Context: an optimization exercise on an open-source flow, tuned for small area and a short achievable clock period. The choices shown serve that exercise and are no tape-out recipe.
Function was checked by simulation only, so behaviour that the tests miss may differ from the original.
Power figures rest on the tool's default switching activity, not on a simulated workload.

Setup of v44:
==> flow/design.v <==
module fft_frame_buffer #(
  parameter int unsigned DATA_W = 16,
  parameter int unsigned N_LOG2 = 6
) (
  input  logic              clk,
  input  logic              rst,
  input  logic [DATA_W-1:0] sample_in,
  input  logic              sample_valid,
  input  logic              frame_ready,
  output logic [DATA_W-1:0] dataOut,
  output logic              FFT_en,
  output logic              frame_start,
  output logic              overflow
);
  localparam int unsigned N = 1 << N_LOG2;
  localparam int unsigned R = 8;    
  logic                state_q;
  logic [1:0]          full_q, full_d;
  logic                wr_bank_q, rd_bank_q;
  logic [N_LOG2-1:0]   wr_idx_q, rd_idx_q;
  logic                start_c, issue_c, last_c;
  logic                bank_free_c, accept_c, drop_c, wr_last_c;
  logic [DATA_W-1:0]   ring_q [2][R][R];    
  logic [DATA_W-1:0]   stg_q [R];           
  logic [2:0]          t_q;                 
  logic [2:0]          un_q, un1_q;
  logic                eq0_c, eq1_c;
  logic [DATA_W-1:0]   sin_q;               
  logic                we_q;
  logic [2:0]          wq_q;                
  logic [2*R-1:0]      ins_q;               
  logic                podd_c;              
  logic [R/2-1:0]      tp_q;                
  logic [2*R-1:0]      sel_q;               
  logic [DATA_W-1:0]   tap_c, dly1_q, dly2_q;
  function automatic logic [2:0] rev3(input logic [2:0] a);
    rev3 = {a[0], a[1], a[2]};
  endfunction
  always_comb begin
    issue_c     = state_q;
    last_c      = state_q && (rd_idx_q == N_LOG2'(N - 1));
    start_c     = !state_q && full_q[rd_bank_q] && frame_ready;
    bank_free_c = !full_q[wr_bank_q] || (last_c && (rd_bank_q == wr_bank_q));
    accept_c    = sample_valid && bank_free_c;
    drop_c      = sample_valid && !bank_free_c;
    wr_last_c   = accept_c && (wr_idx_q == N_LOG2'(N - 1));
  end
  always_comb begin
    full_d = full_q;
    for (int b = 0; b < 2; b++) begin
      if (last_c && (rd_bank_q == 1'(b))) begin
        full_d[b] = 1'b0;
      end
      if (wr_last_c && (wr_bank_q == 1'(b))) begin
        full_d[b] = 1'b1;
      end
    end
  end
  always_ff @(posedge clk) begin
    if (rst) begin
      state_q   <= 1'b0;
      full_q    <= '0;
      wr_bank_q <= 1'b0;
      wr_idx_q  <= '0;
      rd_bank_q <= 1'b0;
      rd_idx_q  <= '0;
      overflow  <= 1'b0;
    end else begin
      full_q <= full_d;
      if (start_c) begin
        state_q <= 1'b1;
      end else if (last_c) begin
        state_q <= 1'b0;
      end
      if (accept_c) begin
        wr_idx_q <= wr_idx_q + N_LOG2'(1);
        if (wr_last_c) begin
          wr_bank_q <= ~wr_bank_q;
        end
      end
      if (drop_c) begin
        overflow <= 1'b1;
      end
      if (start_c) begin
        rd_idx_q <= '0;
      end else if (issue_c) begin
        rd_idx_q <= rd_idx_q + N_LOG2'(1);
      end
      if (last_c) begin
        rd_bank_q <= ~rd_bank_q;
      end
    end
  end
  always_ff @(posedge clk) begin
    sin_q <= sample_in;
    we_q  <= accept_c && !rst;
    wq_q  <= wr_idx_q[2:0];
    for (int r = 0; r < R; r++) begin
      if (we_q && (wq_q == 3'(r))) begin
        stg_q[r] <= sin_q;
      end
    end
  end
  always_ff @(posedge clk) begin
    t_q   <= t_q + 3'd1;
    un_q  <= rev3(t_q + 3'd3);
    un1_q <= rev3(t_q + 3'd3) + 3'd1;
  end
  always_comb begin
    eq0_c = (wr_idx_q[5:3] == un_q);
    eq1_c = (wr_idx_q[5:3] == un1_q);
  end
  always_ff @(posedge clk) begin
    for (int r = 0; r < R; r++) begin
      logic older, dbank;
      older = (3'(r) >= wr_idx_q[2:0]);
      dbank = wr_bank_q ^ (older && (wr_idx_q[5:3] == 3'd0));
      for (int b = 0; b < 2; b++) begin
        ins_q[b*R + r] <= (dbank == 1'(b)) && (older ? eq1_c : eq0_c);
      end
    end
  end
  always_ff @(posedge clk) begin
    for (int b = 0; b < 2; b++) begin
      for (int r = 0; r < R; r++) begin
        for (int p = 1; p < R; p++) begin
          ring_q[b][r][p] <= ring_q[b][r][p-1];
        end
        ring_q[b][r][0] <= ins_q[b*R + r] ? stg_q[r] : ring_q[b][r][R-1];
      end
    end
  end
  assign podd_c = t_q[0] ^ rd_idx_q[0];
  always_ff @(posedge clk) begin
    logic       cont;
    logic [2:0] p, q;
    logic [N_LOG2:0] w;
    logic       tb;
    logic [2:0] tr, pn;
    cont = state_q && !last_c;
    p    = t_q - rd_idx_q[2:0];
    q    = p - 3'd1;
    w    = {1'b0, rd_idx_q} + (podd_c ? 7'd2 : 7'd3);
    if (cont && !w[N_LOG2]) begin
      tb = rd_bank_q;
      tr = rev3(w[5:3]);
      pn = q;
    end else if (cont) begin
      tb = !rd_bank_q;
      tr = 3'd0;
      pn = t_q + 3'd1;
    end else begin
      tb = rd_bank_q ^ last_c;
      tr = 3'd0;
      pn = start_c ? t_q : t_q + 3'd1;
    end
    for (int i = 0; i < R / 2; i++) begin
      tp_q[i] <= (pn[2:1] == 2'(i));
    end
    for (int b = 0; b < 2; b++) begin
      for (int r = 0; r < R; r++) begin
        sel_q[b*R + r] <= (tb == 1'(b)) && (tr == 3'(r));
      end
    end
  end
  always_comb begin
    tap_c = '0;
    for (int p = 0; p < R / 2; p++) begin
      logic [DATA_W-1:0] x;
      x = '0;
      for (int b = 0; b < 2; b++) begin
        for (int r = 0; r < R; r++) begin
          x = x | (ring_q[b][r][2*p] & {DATA_W{sel_q[b*R + r]}});
        end
      end
      tap_c = tap_c | (x & {DATA_W{tp_q[p]}});
    end
  end
  always_ff @(posedge clk) begin
    dly1_q  <= tap_c;
    dly2_q  <= dly1_q;
    dataOut <= podd_c ? dly1_q : dly2_q;
    if (rst) begin
      FFT_en      <= 1'b0;
      frame_start <= 1'b0;
    end else begin
      FFT_en      <= issue_c;
      frame_start <= issue_c && (rd_idx_q == '0);
    end
  end
endmodule
clock: 4.5 ns
lec_check: 0
cap_margin: 20
core_margin: 2
core_utilization: 50
cts_cluster_diameter: 80
cts_cluster_size: 30
place_density: 0.65
setup_slack_margin: 2.6
slew_margin: 20
run.sh (not shown) runs the stock make flow with config.mk's settings and CLKGATE_MAP_FILE= SYNTH_SCRIPT=/design/flow/synth_recipe.tcl, a recipe that flattens the netlist after the stock synthesis.
Both conditions hold for v44: the flow ran to the end and the final layout passed the timing, DRC and antenna checks.
What v38 does differently from v44 at the input level:
# v44
export LEC_CHECK = 0
export CAP_MARGIN = 20
export CORE_MARGIN = 2
export CORE_UTILIZATION = 50
export CTS_CLUSTER_DIAMETER = 80
export CTS_CLUSTER_SIZE = 30
export PLACE_DENSITY = 0.65
export SETUP_SLACK_MARGIN = 2.6
export SLEW_MARGIN = 20
create_clock -name core_clock -period 4.5 [get_ports {clk}]
# v38
export LEC_CHECK = 0
export CAP_MARGIN = 20
export CORE_MARGIN = 2
export CORE_UTILIZATION = 55
export CTS_CLUSTER_DIAMETER = 80
export CTS_CLUSTER_SIZE = 30
export PLACE_DENSITY = 0.7
export SETUP_SLACK_MARGIN = 2.8
export SLEW_MARGIN = 20
create_clock -name core_clock -period 4.5 [get_ports {clk}]
==> comparison <==
v44 -> v38: area of the mapped netlist delta 0, exact match
Taking v44 as the reference point, the final routed wirelength across all metal layers of v38 rises by 6.7%.
The first-pass GRT wire length number comes out higher for v38 vs v44.
From v44 to v38 the numbers moved as follows: number of non-clock buffers in the layout has increased; met3 layer usage reported by global route moved up; amount of wire on met2 after detailed routing up 4.1%; design area moved up; layout net count +83.
Switching power as a share of total power sits higher in v38 than in v44.
v44 → v38: leakage power summed over all cells now sits higher, part of the power in registers level.
Relative to v38, the following input files were edited for v49:
# v38
export LEC_CHECK = 0
export CAP_MARGIN = 20
export CORE_MARGIN = 2
export CORE_UTILIZATION = 55
export CTS_CLUSTER_DIAMETER = 80
export CTS_CLUSTER_SIZE = 30
export PLACE_DENSITY = 0.7
export SETUP_SLACK_MARGIN = 2.8
export SLEW_MARGIN = 20
create_clock -name core_clock -period 4.5 [get_ports {clk}]
# v49
export LEC_CHECK = 0
export CAP_MARGIN = 20
export CORE_MARGIN = 2
export CORE_UTILIZATION = 55
export CTS_CLUSTER_DIAMETER = 80
export CTS_CLUSTER_SIZE = 30
export PLACE_DENSITY = 0.7
export SETUP_SLACK_MARGIN = 2.6
export SLEW_MARGIN = 20
create_clock -name core_clock -period 4.5 [get_ports {clk}]
--- outcome ---
v49 vs v38 on final cycle utilization of the critical path: v49 is the lower one. Area added between synthesis and finish: lower on v49. v49 reports a higher sequential portion of the cell area than v38 does. v49 against v38; via-per-instance ratio is down by a few percent.

* * *

the previous run:
Starts from the design.v that is shown in full above.
clock: 4.5 ns
lec_check: 0
cap_margin: 20
core_margin: 2
core_utilization: 55
cts_cluster_diameter: 80
cts_cluster_size: 30
place_density: 0.7
setup_slack_margin: 2.4
slew_margin: 20
The previous run has completed all stages; timing, DRC and antenna checks passed.
Input-level comparison between the current run and the previous run:
diff --git a/flow/config.mk b/flow/config.mk
--- a/flow/config.mk
+++ b/flow/config.mk
@@ -10 +10 @@
-export CORE_UTILIZATION = 55
+export CORE_UTILIZATION = 62
@@ -13,2 +13,2 @@
-export PLACE_DENSITY = 0.7
-export SETUP_SLACK_MARGIN = 2.4
+export PLACE_DENSITY = 0.77
+export SETUP_SLACK_MARGIN = 2.6
The current run went all the way through synthesis, placement and routing and the layout is clean on timing, DRC and antenna.
Compared to the previous run, the router laid down more metal wire for the current run.
Compared with the previous run, the current run shows post-route standard cell area excluding fillers that has gone up slightly.
Non-clock buffer count in the final layout of the current run exceeds that of the previous run by more than half.
The current run vs the previous run on maximum fanout encountered on the critical timing path: the current run is the lower one.

-- what the ideal ports hide --
Ports are ideal in the flow. The routed layouts listed here were re-timed in OpenROAD.
Step 1 (the two cells are an assumption about what drives the block):
set clk [get_ports {clk}]
set_driving_cell -lib_cell sky130_fd_sc_hd__clkbuf_16 $clk
set_driving_cell -lib_cell sky130_fd_sc_hd__buf_2 [delete_from_list [all_inputs] $clk]
Step 2 also shifts input and output timing later by t, the mid clock arrival at the registers, as if the neighbouring blocks saw the same clock.
Three values: ideal, step 1, step 2; two values: the first two.
| run | shift t [ns] | setup WS [ns] | worst hold slack (ns) | pins driven straight from the clock port |
|---|---|---|---|---|
| v44 | 0.764 | 2.390 / 2.318 / 2.080 | 0.326 / 0.326 / 0.326 | 1 |
| v38 | 0.760 | 2.397 / 2.323 / 2.164 | 0.309 / 0.309 / 0.309 | 1 |
| v49 | 0.763 | 2.416 / 2.345 / 2.066 | 0.315 / 0.315 / 0.315 | 1 |
| the previous run | 0.750 | 2.395 / 2.359 / 2.074 | 0.321 / 0.321 / 0.321 | 1 |
| the current run | 0.734 | 2.404 / 2.339 / 2.026 | 0.323 / 0.323 / 0.323 | 1 |
After both steps setup and hold are still met in every run listed. For the current run, which loses most, drivers alone change the setup slack by -0.065 ns; drivers and shift together by -0.378 ns.
